Source: an optimization exercise on an open RTL-to-GDS flow (aim: small area and a short achievable clock period). Production flows keep margins and buffers that such runs may drop. At most, simulation tests tie the RTL to the original design; equivalence was not proved. Power is estimated from default activity; no workload was simulated.

==> flow/design.v (excerpt) <==
module fault_mem_cfg #(
  parameter int DATA_WIDTH = 8,
  parameter int ADDR_WIDTH = 4,
  parameter int CAPACITY   = 16,
  parameter int NUM_FAULTS = 4,
  parameter int IDX_WIDTH  = 2,
  parameter int BIT_WIDTH  = 3
) (
  input  logic                  clk,
  input  logic                  rst,
  input  logic                  write_read,
  input  logic [ADDR_WIDTH-1:0] address,
  input  logic [DATA_WIDTH-1:0] wdata,
  output logic [DATA_WIDTH-1:0] rdata,
  input  logic                  cfg_we,
  input  logic [IDX_WIDTH-1:0]  cfg_idx,
  input  logic [2:0]            cfg_type,
  input  logic [ADDR_WIDTH-1:0] cfg_vaddr,
  input  logic [BIT_WIDTH-1:0]  cfg_vbit,
  input  logic [ADDR_WIDTH-1:0] cfg_aaddr,
  input  logic [BIT_WIDTH-1:0]  cfg_abit,
  output logic                  fault_hit
);
  localparam int NF = 4;
  localparam int NW = 16;
  localparam int DW = 8;
  logic [NF-1:0][2:0] type_q;
  logic [NF-1:0][3:0] vaddr_q;
  logic [NF-1:0][2:0] vbit_q;
  logic [NF-1:0][3:0] aaddr_q;
  logic [NF-1:0][2:0] abit_q;
  logic       ld_q;
  logic [1:0] ldi_q;
  logic [3:0] ld_vaddr_q, ld_aaddr_q;
  logic [2:0] ld_vbit_q, ld_abit_q;
  logic [NF-1:0] flip_q, flip_d;
  logic       pc_q, pc_d;
  logic [3:0] pcw_q;
  logic [2:0] pcb_q;
  logic [NF-1:0] cvv_q, cup_q, cdn_q, cag_q;
  logic [NF-1:0] cvv_d, cup_d, cdn_d, cag_d;
  logic [NW-1:0][DW-1:0] mem_q;
  logic [NW-1:0][DW-1:0] mem_d;
  logic [NW-1:0][DW-1:0] golden_q;
  logic [NW-1:0][DW-1:0] golden_d;
  logic [DW-1:0] wdata1_q;
  logic [DW-1:0] rdata1_q;
  logic [DW-1:0] rdata1_d;
  logic [DW-1:0] rdata_q;
  logic          fhw_q;           
  logic          fhw_d;
  logic [DW-1:0] fhr_q;           
  logic [DW-1:0] fhr_d;
  assign rdata     = rdata_q;
  assign fault_hit = fhw_q | (|fhr_q);
  logic [NF-1:0][NW-1:0] vw1h;    
  logic [NF-1:0][DW-1:0] vb1h;    
  logic [NF-1:0][DW-1:0] ab1h;    
  logic [NF-1:0][3:0]    nu, nd;  
  logic [NF-1:0]         wdv;     
  logic [NF-1:0]         wda;     
  logic [NF-1:0][NF-1:0] beq;     
  logic [NF-1:0][NF-1:0] same;    
  logic [NF-1:0][NF-1:0] rup;     
  logic [NF-1:0][NF-1:0] rdn;     
  logic [NF-1:0][NF-1:0] rag;     
  logic [NF-1:0][NF-1:0] aeq;     
  logic [NF-1:0]         d;       
  logic [NF-1:0]         sa_on;   
  ...
==> flow/config.mk <==
export PLATFORM = sky130hd
export DESIGN_NAME = fault_mem_cfg
export DESIGN_NICKNAME = fault_mem_cfg
export VERILOG_FILES = /design/flow/design.v
export SDC_FILE = /design/flow/constraint.sdc
export NUM_CORES = 4
export LEC_CHECK = 0
export CAP_MARGIN = 20
export CELL_PAD_IN_SITES_DETAIL_PLACEMENT = 2
export CELL_PAD_IN_SITES_GLOBAL_PLACEMENT = 4
export CORE_MARGIN = 2
export CORE_UTILIZATION = 25
export PLACE_DENSITY = 0.35
export SLEW_MARGIN = 20
==> flow/constraint.sdc <==
create_clock -name core_clock -period 24.0 [get_ports {clk}]
set_input_delay 4.8000 -clock core_clock [delete_from_list [all_inputs] [get_ports {clk}]]
set_output_delay 4.8000 -clock core_clock [all_outputs]
set_load 0.01 [all_outputs]
standard.sh (not shown) runs the stock make flow with config.mk's settings and CLKGATE_MAP_FILE= SYNTH_SCRIPT=/design/flow/synth_recipe.tcl, a recipe that flattens the netlist after the stock synthesis.
==> flow/flow/run.sh <==
#!/bin/bash
# Layout flow: the standard ORFS flow with two changes.
#  1. Technology mapping uses an area-oriented ABC script (flow/area.abc) in
#     place of ORFS's delay-oriented one. Everything else in synthesis is the
#     standard script, so the registers are the standard synthesis's.
#  2. repair_timing aims for a setup slack of SETUP_MARGIN ns, so paths far
#     shorter than the clock period are still tightened.
set -euo pipefail
SETUP_MARGIN=${SETUP_MARGIN:-17}
here=$(pwd)
rm -rf "$here/orfs_scripts"
cp -r "$FLOW_HOME/scripts" "$here/orfs_scripts"
cp "$here/flow/area.abc" "$here/orfs_scripts/abc_speed.script"
bash standard.sh SCRIPTS_DIR="$here/orfs_scripts" SETUP_SLACK_MARGIN=$SETUP_MARGIN finish > standard_flow.log 2>&1
==> flow/flow/area.abc <==
strash
&get -n
&dch -f
&nf -R 50 -p
&put
The first run ran to the end with no violations.
Change:
==> flow/flow/area.abc (replaced) <==
strash
&get -n
&dch -f
&nf -R 1000 -p
&put
Worst hold slack is better by 4.4 ps.
Via count increases by about 0.7%.
Total power decreases by about 1.7%.
Setup slack stays flat.
Clock-buffer cell count increases by 10.
Clock skew is about the same.
First-iteration DRC count increases by about 8%.
Design area decreases by about 0.8%.
Change:
Settings changed: CTS_BUF_LIST from default to sky130_fd_sc_hd__clkbuf_8, CTS_CLUSTER_SIZE from default to 24.
The new run completed with no timing, DRC or antenna violations.
Synthesized cell count stays the same.
Core utilization is lower by 0.36 points.
Global-route usage hardly moves.
Power is lower by a few percent.
Count of clock-buffer cells in the layout is higher by 33.
Via count is higher slightly.
Cell area is lower slightly.
Worst setup slack gets worse by 23 ps.
Change:
Settings changed: CTS_BUF_LIST sky130_fd_sc_hd__clkbuf_8 to sky130_fd_sc_hd__clkbuf_4 sky130_fd_sc_hd__clkbuf_8, CTS_CLUSTER_SIZE 24 to default.
Combinational power is about the same. Synthesized cell count does not change. Utilization is higher by 0.17 points. Worst setup slack hardly moves. Global-route usage hardly moves. Synthesized area is unchanged. Via count went down by 0.47%. Total power rose by 1.7%. Design area went up by 0.55%.

* * *

Another version of the RTL of fault_mem_cfg (not shown whole).
For scale: roughly 3300 cells after synthesis, ~390 flip-flops.
make LEC_CHECK=0 CAP_MARGIN=20 CELL_PAD_IN_SITES_DETAIL_PLACEMENT=0 CELL_PAD_IN_SITES_GLOBAL_PLACEMENT=1 CORE_MARGIN=2 CORE_UTILIZATION=50 PLACE_DENSITY=0.65 SLEW_MARGIN=20 finish   # period 24.0 ns
run.sh (not shown) runs the stock make flow with config.mk's settings and CLKGATE_MAP_FILE= SYNTH_SCRIPT=/design/flow/synth_recipe.tcl, a recipe that flattens the netlist after the stock synthesis.
Stock flow here: none of the scripts above is used.
The first run passed the timing, design-rule and antenna checks.
Rerun with:
--- a/flow/config.mk
+++ b/flow/config.mk
@@ -8,7 +8,7 @@
 export CAP_MARGIN = 20
-export CELL_PAD_IN_SITES_DETAIL_PLACEMENT = 0
-export CELL_PAD_IN_SITES_GLOBAL_PLACEMENT = 1
+export CELL_PAD_IN_SITES_DETAIL_PLACEMENT = 2
+export CELL_PAD_IN_SITES_GLOBAL_PLACEMENT = 4
 export CORE_MARGIN = 2
-export CORE_UTILIZATION = 50
-export PLACE_DENSITY = 0.65
+export CORE_UTILIZATION = 25
+export PLACE_DENSITY = 0.35
 export SLEW_MARGIN = 20
Effect: Worst hold slack is about the same. Sequential cell count is unchanged. Sequential share of layout area is lower by 1.5 points. Cell count is higher by 21%. Die area is higher by 98%. Synthesized area does not change.
Rerun with:
==> flow/flow/run.sh (new file) <==
#!/bin/bash
# Standard ORFS layout; repair_timing aims for a larger setup slack than the
# default so that paths far shorter than the clock period are still tightened.
set -euo pipefail
bash standard.sh SETUP_SLACK_MARGIN=17 finish > standard_flow.log 2>&1
==> flow/standard.sh (new file) <==
#!/bin/bash
# synth_recipe.tcl (not shown) runs the flow's synth.tcl, then flattens the netlist and writes it again
# the make line also repeats each setting of config.mk as NAME=value (left out here)
make -C /OpenROAD-flow-scripts/flow DESIGN_CONFIG=/design/flow/config.mk WORK_HOME=/design/flow/orfs CLKGATE_MAP_FILE= SYNTH_SCRIPT=/design/flow/synth_recipe.tcl "${@:-finish}"
removed: flow/run.sh
Outcome: Register-to-register slack gets better by 1.2 ns. Sequential power rises by about 1%. Critical path depth rises by 5.
No run of this note included a check of the RTL's function; only the layout flow was run.

* * *

fault_mem_cfg with an RTL version that a note above also has.
For scale: ~2900 cells after synthesis, ~400 flip-flops, roughly 44 I/O pins, about 26000 um^2 of cells after synthesis.
// fault_mem_cfg
module fault_mem_cfg #(
  parameter int DATA_WIDTH = 8,
  parameter int ADDR_WIDTH = 4,
  parameter int CAPACITY   = 16,
  parameter int NUM_FAULTS = 4,
  parameter int IDX_WIDTH  = 2,
  parameter int BIT_WIDTH  = 3
) (
  input  logic                  clk,
  input  logic                  rst,
  input  logic                  write_read,
  input  logic [ADDR_WIDTH-1:0] address,
  input  logic [DATA_WIDTH-1:0] wdata,
  output logic [DATA_WIDTH-1:0] rdata,
  input  logic                  cfg_we,
  input  logic [IDX_WIDTH-1:0]  cfg_idx,
  input  logic [2:0]            cfg_type,
  input  logic [ADDR_WIDTH-1:0] cfg_vaddr,
  input  logic [BIT_WIDTH-1:0]  cfg_vbit,
  input  logic [ADDR_WIDTH-1:0] cfg_aaddr,
  input  logic [BIT_WIDTH-1:0]  cfg_abit,
  output logic                  fault_hit
);
  localparam int NF = 4;
  localparam int NW = 16;
  localparam int DW = 8;
  logic [NF-1:0][2:0] type_q;
  logic [NF-1:0][3:0] vaddr_q;
  logic [NF-1:0][2:0] vbit_q;
  logic [NF-1:0][3:0] aaddr_q;
  logic [NF-1:0][2:0] abit_q;
  logic       ld_q;
  logic [1:0] ldi_q;
  logic [3:0] ld_vaddr_q, ld_aaddr_q;
  logic [2:0] ld_vbit_q, ld_abit_q;
  logic [NF-1:0] flip_q, flip_d;
  logic       pc_q, pc_d;
  logic [3:0] pcw_q;
  logic [2:0] pcb_q;
  logic [NF-1:0] cvv_q, cup_q, cdn_q, cag_q;
  logic [NF-1:0] cvv_d, cup_d, cdn_d, cag_d;
  logic [NW-1:0][DW-1:0] mem_q;
  logic [NW-1:0][DW-1:0] mem_d;
  logic [NW-1:0][DW-1:0] golden_q;
  logic [NW-1:0][DW-1:0] golden_d;
  logic [DW-1:0] wdata1_q;
  logic [DW-1:0] rdata1_q;
  logic [DW-1:0] rdata1_d;
  logic [DW-1:0] rdata_q;
  logic          fhw_q;           
  ...
clock: 24.0 ns
lec_check: 0
cap_margin: 20
cell_pad_in_sites_detail_placement: 2
cell_pad_in_sites_global_placement: 4
core_margin: 2
core_utilization: 25
place_density: 0.35
slew_margin: 20
tns_end_percent: 0
standard.sh (not shown) runs the stock make flow with config.mk's settings and CLKGATE_MAP_FILE= SYNTH_SCRIPT=/design/flow/synth_recipe.tcl, a recipe that flattens the netlist after the stock synthesis.
==> flow/flow/run.sh <==
#!/bin/bash
# Layout flow: the standard ORFS flow with two changes.
#  1. Technology mapping uses an area-oriented ABC script (flow/area.abc) in
#     place of ORFS's delay-oriented one. Everything else in synthesis is the
#     standard script, so the registers are the standard synthesis's.
#  2. repair_timing aims for a setup slack of SETUP_MARGIN ns, so paths far
#     shorter than the clock period are still tightened.
set -euo pipefail
SETUP_MARGIN=${SETUP_MARGIN:-17}
here=$(pwd)
rm -rf "$here/orfs_scripts"
cp -r "$FLOW_HOME/scripts" "$here/orfs_scripts"
cp "$here/flow/area.abc" "$here/orfs_scripts/abc_speed.script"
bash standard.sh SCRIPTS_DIR="$here/orfs_scripts" SETUP_SLACK_MARGIN=$SETUP_MARGIN finish > standard_flow.log 2>&1
==> flow/flow/area.abc <==
strash
&get -n
&dch -f
&nf -R 1000 -p
&put
==> next run, changes <==
--- a/flow/flow/run.sh
+++ b/flow/flow/run.sh
@@ -7,5 +7,5 @@
 #     shorter than the clock period are still tightened.
 set -euo pipefail
-SETUP_MARGIN=${SETUP_MARGIN:-17}
+SETUP_MARGIN=${SETUP_MARGIN:-17.3}
 here=$(pwd)
 rm -rf "$here/orfs_scripts"
Settings changed: CTS_BUF_LIST from default to sky130_fd_sc_hd__clkbuf_16, CTS_CLUSTER_DIAMETER from default to 150, CTS_CLUSTER_SIZE from default to 20, TNS_END_PERCENT 0 to default.
After rerunning:
- The changed run finished clean
- maximum frequency went up by 3.6%
- power drops by 15%
- die area does not change
- sequential share of layout area shrinks by 0.78 points
==> next run, changes <==
--- a/flow/flow/run.sh
+++ b/flow/flow/run.sh
@@ -7,5 +7,5 @@
 #     shorter than the clock period are still tightened.
 set -euo pipefail
-SETUP_MARGIN=${SETUP_MARGIN:-17.3}
+SETUP_MARGIN=${SETUP_MARGIN:-16.5}
 here=$(pwd)
 rm -rf "$here/orfs_scripts"
Settings changed: CTS_BUF_LIST sky130_fd_sc_hd__clkbuf_16 to default, CTS_CLUSTER_DIAMETER 150 to default, CTS_CLUSTER_SIZE 20 to default.
Outcome: Area after synthesis does not change; via count went down by 1.4%; count of clock-buffer cells in the layout increases by 51; worst setup slack degrades by 0.42 ns; die area does not change; sequential cell count stays the same.
==> next run, changes <==
--- a/flow/flow/run.sh
+++ b/flow/flow/run.sh
@@ -7,5 +7,5 @@
 #     shorter than the clock period are still tightened.
 set -euo pipefail
-SETUP_MARGIN=${SETUP_MARGIN:-16.5}
+SETUP_MARGIN=${SETUP_MARGIN:-17}
 here=$(pwd)
 rm -rf "$here/orfs_scripts"
Settings changed: CELL_PAD_IN_SITES_DETAIL_PLACEMENT 2 to 1, CELL_PAD_IN_SITES_GLOBAL_PLACEMENT 4 to 3, CORE_UTILIZATION 25 to 35, CTS_BUF_LIST from default to sky130_fd_sc_hd__clkbuf_16, CTS_CLUSTER_DIAMETER from default to 150, CTS_CLUSTER_SIZE from default to 18, PLACE_DENSITY 0.35 to 0.45.
=>
- The new run completed with no timing, DRC or antenna violations
- die area falls by a quarter to a third
- total power falls by about a fifth
- clock skew falls by 0.016 ns
- setup slack is better by 0.41 ns
- global-route usage rises by 5.4 points
- maximum frequency rises by a few percent
- non-clock buffer count rises by 2
- utilization rises by 10 points
- design area falls by a few percent
- via count falls slightly
- routed wire length falls by roughly a tenth

[what the ideal ports hide]
Ports are ideal in the flow. The routed layouts listed here were re-timed in OpenROAD.
Step 1 sets driving cells, clkbuf_16 on the clock port and buf_2 on the other inputs (assumed; they add their load-dependent delay and slew).
Step 2 adds t to the input delays and takes it off the output delays; t is the mean of the earliest and latest rising clock arrival at the registers after step 1. Input paths then give back, and output paths get back, about the clock's delay inside the block.
a / b / c = no drivers / after step 1 / after step 2; a / b = the first two.
run | t, ns | setup WS [ns] | worst slew at a driven data input, ns
the first run of note 1 | 0.736 | 17.069 / 16.928 / 16.192 | 0.26
the second run of note 1 | 0.736 | 17.067 / 17.049 / 16.313 | 0.08
the third run of note 1 | 0.819 | 17.044 / 17.055 / 16.265 | 0.07
the fourth run of note 1 | 0.814 | 17.044 / 17.054 / 16.270 | 0.07
the first run of note 2 | 0.679 | 15.185 / 15.226 / 14.547 | 0.05
the second run of note 2 | 0.747 | 15.048 / 15.096 / 14.349 | 0.06
the third run of note 2 | 0.748 | 16.850 / 16.875 / 16.127 | 0.07
the first run of note 3 | 0.735 | 16.846 / 16.890 / 16.155 | 0.05
the second run of note 3 | 0.701 | 17.094 / 17.116 / 16.415 | 0.06
the third run of note 3 | 0.742 | 16.679 / 16.725 / 15.983 | 0.05
the fourth run of note 3 | 0.689 | 17.088 / 17.088 / 16.449 | 0.05
After both steps setup and hold are still met in every run listed. For the first run of note 1, which loses most, drivers alone change the setup slack by -0.141 ns; drivers and shift together by -0.877 ns.
